What follows belongs to an exercise in optimizing a design on an open flow for small area, a short achievable clock period and few clock cycles per item; a production flow would make more cautious choices.
Function was checked by simulation only, so behaviour that the tests miss may differ from the original.
Power and IR drop assume default switching activity.

[design/flow/design.v]
`default_nettype none
package chrl_pkg;
  localparam int unsigned MAX_NODES_DEF = 16;
  localparam int unsigned HASH_BITS_DEF = 64;
  localparam int unsigned TAG_BITS_DEF  = 8;
  localparam int unsigned IN_HASH_W = 64;
  localparam int unsigned IN_TAG_W  = 8;
  localparam int unsigned IN_DATA_W = IN_HASH_W + IN_TAG_W;
  localparam int unsigned IN_USER_W = 1;
  localparam int unsigned OUT_STATUS_W = 2;
  localparam int unsigned OUT_OWNER_W  = 8;
  localparam int unsigned OUT_COUNT_W  = 5;
  localparam int unsigned OUT_USED_W   = OUT_STATUS_W + OUT_OWNER_W + OUT_COUNT_W;
  localparam int unsigned OUT_DATA_W   = ((OUT_USED_W + 7) / 8) * 8;
  localparam int unsigned OUT_OWNER_LO = OUT_STATUS_W;
  localparam int unsigned OUT_COUNT_LO = OUT_STATUS_W + OUT_OWNER_W;
  localparam logic OP_JOIN   = 1'b0;
  localparam logic OP_LOOKUP = 1'b1;
  localparam logic [OUT_STATUS_W-1:0] STAT_OK    = 2'd0;
  localparam logic [OUT_STATUS_W-1:0] STAT_EMPTY = 2'd1;
  localparam logic [OUT_STATUS_W-1:0] STAT_FULL  = 2'd2;
  typedef enum logic [1:0] {
    ST_IDLE,
    ST_LOOK,
    ST_JOIN,
    ST_FIN
  } chrl_state_e;
endpackage
`default_nettype wire
`default_nettype none
module chrl_ram #(
  parameter int unsigned WIDTH = 8,
  parameter int unsigned DEPTH = 16
) (
  input  logic                   clk_i,
  input  logic                   we_i,
  input  logic [WIDTH-1:0]       wdata_i,
  output logic [DEPTH*WIDTH-1:0] data_o     
);
  logic [DEPTH*WIDTH-1:0] mem_q;
  always_ff @(posedge clk_i) begin
    mem_q <= {mem_q[(DEPTH-1)*WIDTH-1:0],
              we_i ? wdata_i : mem_q[(DEPTH-1)*WIDTH +: WIDTH]};
  end
  assign data_o = mem_q;
endmodule
`default_nettype wire
`default_nettype none
import chrl_pkg::*;
module consistent_hash_ring_lookup #(
  parameter int unsigned MAX_NODES = chrl_pkg::MAX_NODES_DEF,
  parameter int unsigned HASH_BITS = chrl_pkg::HASH_BITS_DEF,
  parameter int unsigned TAG_BITS  = chrl_pkg::TAG_BITS_DEF
) (
  input  logic                             clk_i,
  input  logic                             rst_ni,
  input  logic                             s_axis_tvalid,
  output logic                             s_axis_tready,
  input  logic [chrl_pkg::IN_DATA_W-1:0]   s_axis_tdata,
  input  logic [chrl_pkg::IN_USER_W-1:0]   s_axis_tuser,
  output logic                             m_axis_tvalid,
  input  logic                             m_axis_tready,
  output logic [chrl_pkg::OUT_DATA_W-1:0]  m_axis_tdata
);
  localparam int unsigned N      = MAX_NODES;
  localparam int unsigned CNT_W  = $clog2(MAX_NODES + 1);
  localparam int unsigned WORD_W = HASH_BITS + TAG_BITS;
  localparam int unsigned RES_W  = OUT_USED_W;
  localparam int unsigned OBUF   = 2;   
  localparam logic [CNT_W-1:0] CNT_MAX = CNT_W'(MAX_NODES);
  localparam int unsigned HALF_W = HASH_BITS / 2;
  function automatic logic [1:0] half_cmp(input logic [HALF_W-1:0] a, input logic [HALF_W-1:0] b);
    logic [HALF_W-1:0] g, p;
    g = a & ~b;
    p = a | ~b;
    for (int w = 1; w < HALF_W; w = w * 2) begin
      for (int k = 0; k + w < HALF_W; k = k + 2 * w) begin
        p[k] = g[k + w] | (p[k + w] & p[k]);
        g[k] = g[k + w] | (p[k + w] & g[k]);
      end
    end
    half_cmp = {g[0], p[0]};
  endfunction
  logic                 room;        
  logic                 join_ok_q;   
  logic                 in_accept;
  logic                 in_join;
  logic [HASH_BITS-1:0] in_hash;
  logic [TAG_BITS-1:0]  in_tag;
  assign s_axis_tready = room && (join_ok_q || (s_axis_tuser[0] == OP_LOOKUP));
  assign in_accept     = s_axis_tvalid && s_axis_tready;
  assign in_join       = (s_axis_tuser[0] == OP_JOIN);
  assign in_hash       = s_axis_tdata[HASH_BITS-1:0];
  assign in_tag        = TAG_BITS'(s_axis_tdata[IN_HASH_W +: IN_TAG_W]);
  logic [N-1:0]         vld_q;       
  logic [CNT_W-1:0]     count_q;
  logic                 full;
  logic                 a_ins;       
  logic [N*WORD_W-1:0]  ram_data;
  logic [N-1:0]         gt_hi;       
  logic [N-1:0]         ge_rest;     
  assign full  = (count_q == CNT_MAX);
  assign a_ins = in_accept && in_join && !full;
  chrl_ram #(
    .WIDTH (WORD_W),
    .DEPTH (N)
  ) u_ram (
    .clk_i   (clk_i),
    .we_i    (a_ins),
    .wdata_i ({in_tag, ~in_hash}),    
    .data_o  (ram_data)
  );
  always_comb begin
    for (int p = 0; p < N; p++) begin
      logic [1:0] hi, lo;
      hi = half_cmp(~ram_data[p*WORD_W + HALF_W +: HALF_W], in_hash[HALF_W +: HALF_W]);
      lo = half_cmp(~ram_data[p*WORD_W +: HALF_W], in_hash[0 +: HALF_W]);
      gt_hi[p]   = hi[1] & vld_q[p];
      ge_rest[p] = hi[0] & lo[0] & vld_q[p];
    end
  end
  logic                 b_valid_q;
  logic                 b_join_q;
  logic                 b_ins_q;       
  logic [N-1:0]         b_gt_hi_q;
  logic [N-1:0]         b_ge_rest_q;
  logic [N-1:0]         b_ge;
  always_ff @(posedge clk_i) begin
    b_join_q <= in_join;
    b_ins_q  <= a_ins;
    b_gt_hi_q   <= gt_hi;
    b_ge_rest_q <= ge_rest;
  end
  logic [N-1:0]        prec_q [N];    
  logic [N-1:0]        prec_d [N];
  logic [TAG_BITS-1:0] head_tag_q;    
  logic [N-1:0]        bge;           
  logic [N-1:0]        gm;
  logic [N-1:0]        sel;
  logic [N-1:0]        vld_old;       
  logic                any_ge;
  logic                new_head;
  logic [TAG_BITS-1:0] owner;
  logic [OUT_STATUS_W-1:0] b_status;
  assign b_ge    = b_gt_hi_q | b_ge_rest_q;
  assign bge     = {b_ge[N-2:0], b_ge[N-1]};
  assign gm      = bge;
  assign any_ge  = |gm;
  assign vld_old = {vld_q[N-1:1], 1'b0};      
  always_comb begin
    for (int p = 0; p < N; p++) begin
      sel[p] = gm[p];
      for (int q = 0; q < N; q++) begin
        if (q < p) begin
          if (gm[q] && prec_q[q][p]) sel[p] = 1'b0;
        end else if (q > p) begin
          if (gm[q] && !prec_q[p][q]) sel[p] = 1'b0;
        end
      end
    end
  end
  always_comb begin
    owner = '0;
    for (int p = 0; p < N; p++) begin
      owner |= sel[p] ? ram_data[p*WORD_W + HASH_BITS +: TAG_BITS] : '0;
    end
    if (!any_ge) owner = head_tag_q;
  end
  assign new_head = &(bge | ~vld_old);
  always_comb begin
    for (int p = 0; p < N; p++) prec_d[p] = '0;
    for (int p = 0; p < N - 1; p++) begin
      for (int q = p + 1; q < N - 1; q++) begin
        prec_d[p+1][q+1] = prec_q[p][q];
      end
      prec_d[0][p+1] = !prec_q[p][N-1];
    end
    if (b_valid_q && b_ins_q) begin
      for (int q = 1; q < N - 1; q++) begin
        prec_d[1][q+1] = bge[q];
      end
      prec_d[0][1] = !bge[N-1];
    end
  end
  always_ff @(posedge clk_i) begin
    for (int p = 0; p < N; p++) begin
      for (int q = p + 1; q < N; q++) begin
        prec_q[p][q] <= prec_d[p][q];
      end
    end
    if (b_valid_q && b_ins_q && new_head) begin
      head_tag_q <= ram_data[HASH_BITS +: TAG_BITS];
    end
  end
  always_comb begin
    if (b_join_q) b_status = b_ins_q ? STAT_OK : STAT_FULL;
    else          b_status = (count_q != '0) ? STAT_OK : STAT_EMPTY;
  end
  logic [RES_W-1:0] b_result;
  assign b_result = {OUT_COUNT_W'(count_q),
                     ((!b_join_q && (count_q != '0)) ? owner : TAG_BITS'(0)),
                     b_status};
  logic [RES_W-1:0] ob_data_q [OBUF];
  logic [OBUF-1:0]  ob_vld_q;         
  logic             ob_pop;
  logic [OBUF-1:0]  ob_vld_pop;       
  assign ob_pop     = ob_vld_q[0] && m_axis_tready;
  assign ob_vld_pop = ob_pop ? (ob_vld_q >> 1) : ob_vld_q;
  always_ff @(posedge clk_i) begin
    for (int i = 0; i < OBUF; i++) begin
      if (b_valid_q && !ob_vld_pop[i] && ((i == 0) ? 1'b1 : ob_vld_pop[i-1])) begin
        ob_data_q[i] <= b_result;
      end else if (ob_pop && (i < OBUF - 1)) begin
        ob_data_q[i] <= ob_data_q[(i < OBUF - 1) ? i + 1 : i];
      end
    end
  end
  logic room_q, room_pop_q;
  assign room = room_q || (m_axis_tready && room_pop_q);
  logic [N-1:0] vld_d;
  logic [CNT_W-1:0] count_d;
  logic [OBUF-1:0] ob_vld_d;
  logic [2:0]      fill_d;         
  logic            room_d, room_pop_d;
  always_comb begin
    ob_vld_d   = b_valid_q ? {ob_vld_pop[OBUF-2:0], 1'b1} : ob_vld_pop;
    fill_d     = 3'(in_accept);
    for (int i = 0; i < OBUF; i++) fill_d += 3'(ob_vld_d[i]);
    room_d     = fill_d < 3'(OBUF);
    room_pop_d = ob_vld_d[0] && (fill_d < 3'(OBUF + 1));
    vld_d      = {vld_q[N-2:0], a_ins ? 1'b1 : vld_q[N-1]};
    count_d    = a_ins ? count_q + CNT_W'(1) : count_q;
  end
  always_ff @(posedge clk_i or negedge rst_ni) begin
    if (!rst_ni) begin
      b_valid_q <= 1'b0;
      ob_vld_q  <= '0;
      room_q    <= 1'b0;
      room_pop_q <= 1'b0;
      join_ok_q <= 1'b0;
      vld_q     <= '0;
      count_q   <= '0;
    end else begin
      b_valid_q <= in_accept;
      ob_vld_q  <= ob_vld_d;
      room_q    <= room_d;
      room_pop_q <= room_pop_d;
      join_ok_q <= (count_d == CNT_MAX) || !vld_d[N-1];
      vld_q     <= vld_d;
      count_q   <= count_d;
    end
  end
  assign m_axis_tvalid = ob_vld_q[0];
  assign m_axis_tdata  = OUT_DATA_W'(ob_data_q[0]);
endmodule
`default_nettype wire
[design/flow/flow/run.sh]
#!/bin/bash
# The standard layout with two changes:
#  - synthesis maps the logic with flow/abc_map.script (see flow/abc_override.tcl);
#    the synthesis script is otherwise the standard flow's synth_recipe.tcl, unchanged;
#  - the buffers on every input and output port are buf_4 cells instead of the
#    slow delay buffers buffer_ports picks by default.
# Each tool's output goes to a log here: synthesis and the rest of the flow
# write standard.log, and ORFS keeps its per-step logs under orfs/logs.
set -euo pipefail
here=$(pwd)
export FLOW_ABC_SCRIPT="$here/flow/abc_map.script"
export BUFFER_PORTS_ARGS="-buffer_cell sky130_fd_sc_hd__buf_4"
{ head -n 1 synth_recipe.tcl; cat flow/abc_override.tcl; tail -n +2 synth_recipe.tcl; } > my_synth.tcl
sed "s#SYNTH_SCRIPT=[^ ]*synth_recipe.tcl#SYNTH_SCRIPT=$here/my_synth.tcl#" standard.sh > my_standard.sh
grep -q "SYNTH_SCRIPT=$here/my_synth.tcl" my_standard.sh
bash my_standard.sh > standard.log 2>&1
[design/flow/flow/abc_map.script]
strash
ifraig
scorr
dc2
dch -f
map -D 1200
topo
buffer -c
upsize -c -D 1200
dnsize -c -D 1200
[design/flow/flow/abc_override.tcl]
# Map the logic with flow/abc_map.script instead of ORFS's abc_speed.script:
# ORFS hands abc a clock period it reads as 6 ps, and its script then builds
# the 64-bit comparators as long maj3 chains. abc_map.script maps with a
# real delay target and recovers area under it. Everything else about the
# synthesis (registers, flattening, names) is the standard flow's.
proc abc {args} {
  set out {}
  set skip 0
  foreach a $args {
    if {$skip == 1} { lappend out $::env(FLOW_ABC_SCRIPT); set skip 0; continue }
    if {$skip == 2} { set skip 0; continue }
    if {$a eq "-script"} { lappend out $a; set skip 1; continue }
    if {$a eq "-D"} { set skip 2; continue }
    lappend out $a
  }
  yosys abc {*}$out
}
[design/flow/standard.sh]
#!/bin/bash
# synth_recipe.tcl (not shown) runs the flow's synth.tcl, then flattens the netlist and writes it again
# the make line also repeats each setting of config.mk as NAME=value (left out here)
make -C /OpenROAD-flow-scripts/flow DESIGN_CONFIG=/design/flow/config.mk WORK_HOME=/design/flow/orfs CLKGATE_MAP_FILE= SYNTH_SCRIPT=/design/flow/synth_recipe.tcl "${@:-finish}"
[design/flow/config.mk]
export PLATFORM = sky130hd
export DESIGN_NAME = consistent_hash_ring_lookup
export DESIGN_NICKNAME = consistent_hash_ring_lookup
export VERILOG_FILES = /design/flow/design.v
export SDC_FILE = /design/flow/constraint.sdc
export NUM_CORES = 4
export LEC_CHECK = 0
export CAP_MARGIN = 20
export CORE_MARGIN = 2
export CORE_UTILIZATION = 50
export CTS_CLUSTER_DIAMETER = 110
export CTS_CLUSTER_SIZE = 26
export PLACE_DENSITY = 0.8
export SETUP_SLACK_MARGIN = 3.3
export SLEW_MARGIN = 20
[design/flow/constraint.sdc]
create_clock -name core_clock -period 6.0 [get_ports {clk_i}]
set_input_delay 1.2000 -clock core_clock [delete_from_list [all_inputs] [get_ports {clk_i}]]
set_output_delay 1.2000 -clock core_clock [all_outputs]
set_load 0.01 [all_outputs]
==> summary.txt <==
==> stage by stage <==
step / setup WS, ns / cell area (µm²)
detailed placement: 1.92 / 52200
floorplan: 3.30 / 50800
global route: 3.17 / 55000
global placement: 1.91 / 52200
finish: 3.18 / 55000
CTS: 3.12 / 54400
==> layout make-up <==
| class | instances | area (µm²) | area share [%] |
|---|---|---|---|
| antenna | 6 | 15.0 | 0.0273 |
| clock buffer | 71 | 1520 | 2.77 |
| clock inverter | 4 | 52.6 | 0.0956 |
| inverter | 559 | 2180 | 3.97 |
| multi-input combinational | 3871 | 20100 | 36.5 |
| sequential | 1371 | 28000 | 50.9 |
| tap | 1357 | 1700 | 3.09 |
| timing repair buffer | 170 | 1410 | 2.56 |
| timing repair inverter | 9 | 62.6 | 0.114 |
==> cell families after synthesis <==
group | synth area share [%]
compound gates | 23.0
other cells | 0.00738
simple gates | 15.6
buf+inv | 6.24
fa+ha+maj | 0.0886
flops | 55.0
xor+xnor | 0.0689
==> power by group <==
part | internal (mW) | switching [mW] | leakage [nW] | total (mW)
Combinational | 3.26 | 5.67 | 11.2 | 8.93
Clock | 1.81 | 2.82 | 0.763 | 4.63
Sequential | 12.5 | 2.52 | 11.6 | 15.1
Total | 17.6 | 11.0 | 23.5 | 28.6
==> worst max-delay path by stage <==
stage,cells past startpoint,from,end
2_1_floorplan,10,s_axis_tdata[50],b_ge_rest_q[13]
3_3_place_gp,10,s_axis_tdata[47],b_ge_rest_q[7]
3_5_place_dp,10,s_axis_tdata[47],b_ge_rest_q[7]
4_1_cts,10,s_axis_tdata[47],b_ge_rest_q[7]
5_1_grt,4,m_axis_tready,s_axis_tready
6_report,4,m_axis_tready,s_axis_tready
==> cells in the mapped netlist, drive strengths merged (6+ instances only) <==
master,n
a32oi,6
dfxtp,1306
o21a,71
a41oi,13
a22o,11
dfrtp,27
or2,46
inv,552
a211oi,24
a21oi,374
a2111oi,8
o221ai,29
o2bb2ai,10
a221oi,39
nor2,743
nand2,979
nand4,8
edfxtp,38
o211ai,57
o21ai,564
nor3,69
clkinv,7
nor4,13
o22ai,208
a22oi,135
nand3,112
o21bai,17
a31oi,159
buf,51
o31ai,66
a21boi,34
o221a,6
clkbuf,219
o2111ai,9
==> critical path, cell delays in order <==
cell	delay [ns]
buf_8	0.10
a21oi_4	0.14
nor2_4	0.06
buf_6	0.12
==> metal layers <==
metal	vias to the layer above	global-route usage, %	part of all wire (%)
li1	20700	-	-
met1	20100	35.5	44
met2	1648	40.6	45
met3	251	3.33	7.7
met4	0	8.74	3.5
met5	-	0	0
==> registers in the layout, indices dropped and copies added (netlist names) <==
register     flops
join_ok_q        1
ob_vld_q         2
count_q          5
room_pop_q       1
b_valid_q        1
room_q           1
b_ge_rest_q     16
ob_data_q       30
u_ram.mem_q   1152
b_ins_q          1
b_gt_hi_q       16
vld_q           16
prec_q         120
head_tag_q       8
b_join_q         1
==> placed cells by master (no fill, tap or decap), types with 7 or more instances in the layout <==
master,Yosys,final
dfxtp_1,1306,1305
nand2_1,978,976
nor2_1,738,730
inv_1,550,531
o21ai_0,552,524
a21oi_1,374,359
o22ai_1,208,204
a31oi_1,159,156
buf_4,5,146
a22oi_1,133,129
nand3_1,109,105
o21a_1,71,71
nor3_1,69,67
o31ai_1,66,63
clkbuf_16,0,59
o211ai_1,57,57
or2_2,37,38
edfxtp_1,38,38
a221oi_1,37,35
o21ai_1,12,31
a21boi_0,34,29
clkinvlp_4,0,27
o221ai_1,29,27
dfrtp_1,27,27
a211oi_1,24,24
buf_6,2,18
a21oi_2,0,14
clkbuf_1,219,12
a22o_1,11,11
nor4_1,12,10
o21bai_1,17,10
o2111ai_1,9,9
o21ai_2,0,9
o2bb2ai_1,10,8
nand4_1,8,8
a41oi_2,5,8
nor2_4,3,7
o21bai_2,0,7
==> repair_timing <==
| action | CTS | global route |
|---|---|---|
| setup buffers | 36 | 27 |
| endpoints found under the setup margin | 60 | 57 |
| pin swaps | 13 | 22 |
| resized for setup | 73 | 111 |
| cloned | 5 | 4 |
==> impl_results.md <==
* Status: timing/DRC/antenna clean
* Vias at 42700
* IO Port Bufs at 93
* Final setup fails at 0
* Setup crit end kind: output pin
* Top cells by area, synth: dfxtp_1 (51%), nand2_1 (7.2%), nor2_1 (5.5%)
* Row count at 116
* Synth Register Bits at 1371
* Final Cycle Share at 47.0%
* Worst hold slack at 0.332 ns
* Final Hold Viols at 0
* Unrepaired setup endpoints after global routing: yes
* Kind of critical path: primary input to output pin
* Post-Route Setup TNS at 0 ns
* Ys flop type: dfxtp_1
* Hold Crit Start: u_ram.mem_q[174]
* Nets at 6121
* R2R Path End: ob_data_q[0][4]
* Mean Syn Cell Area at 8.37 µm²
* Cell count of the worst reg-to-reg path at 14
* Register area share after synthesis at 55.0%
* Cells after Synth at ~6100
* H-Tree Depth at 2
* Max cap viols at 0
* Reg2reg start: b_gt_hi_q[15]
* Startpoint types: primary input
* I/O Pins at 95
* Initial antenna violation count at 1
* Post-synthesis cell type count at 75
* Drt drc at 0
* Peak VDD IR at 295 µV
* WP data arrival at ~1.6 ns
* Hold_buf cts at 0
* HP Class: register to register
* Max Fanout on Critical Path at 2
* Starting Density at 50.6%
* Async set or reset register ratio after synthesis at 1.97%
* Layout cells sized above 1 at 7.00%
* WHS Path Cells at 0
* Die Y at 323 µm
* Num CTS Buffers at between 50 and 60
* Placed cells at 7265
* Required @ worst endpoint at 4.80 ns
* Vias in the first global route at 38900
* Clk root buf: clkbuf_16
* Fillers at 8851
* Syn Nets at 6151
* Iteration count of the initial detailed-routing pass at 8
* Final min period at around 2.8 ns
* GP Congestion at 0.930
* Worst-Margin Slew at between 0.8 and 0.9 ns
* PD cells at between 500 and 600 mW/mm²
* # clock sinks at between 1000 and 1500
* Area grow syn2layout at 8.22%
* YS warnings at 5
* Leakage at 23.5 nW
* Hpwl dp at between 90000 and 100000 µm
* Mapped cell area at 0.0508 mm²
* Final wirelength at around 140000 µm
* Initial DRC count at approximately 4500
* Area of the die at 0.104 mm²
* Avg WL per Cell at 18.5 µm
* Fin util at 54.7%
* Overall power at 28.6 mW
* Die Width at 323 µm
* Reg clk slew, reported paths at 0.11 ns
* TritonCTS clock tree: built
* Largest net degree at the start of global routing at 76
* CTS Buffer Depth at 3
* Number of synthesized flops with an enable pin at 38
* Hold path endpoint: u_ram.mem_q[246]
* Post-synth top area share at between 50% and 60%
* Slew Viols, Final at 0
* Clk_skew at 0.0391 ns
* Antenna viol nets, final at 0
* Tot GR Track Use at 25.4%
* Core ar. at between 0.1 and 0.15 mm²
* Global-route wire length before repair at 211000 µm
* Vias per cell at 5.76
* F_max at 354 MHz
* Fin cells at 7418
* R2R Setup Slk at 3.36 ns
* Clock Latency Late Sink at 0.69 ns
* Slew headroom at 45.5%
* Biggest area consumer among synthesized cells: dfxtp_1
* Total grt overflow at 0
Testbench counts, summed over its fixed seeds: cycles 32,213, items 32,000.

port drivers added, routing unchanged:
The results above use ideal ports. As a check the final layout listed here was re-extracted and re-timed, cells and wires unchanged. Step 1, drivers: a clkbuf_16 drives clk_i and a buf_2 each remaining input, both assumed. Step 2, shift: input delay + t, output delay - t, t = (earliest + latest rising clock arrival at the registers) / 2. This alone moves slack from input paths to output paths. Slacks: ideal / step 1 / step 2; pairs: ideal / step 1.
t (ns): 0.747
slack for setup (ns): 3.177 / 3.117 / 2.533
worst setup path at the end: input to register
worst data-port slew with drivers (ns): 0.14
pins driven straight from the clock port: 1
After both steps setup and hold are still met in this run. The setup slack of this run moves by -0.060 ns with the drivers and by -0.644 ns with both steps.
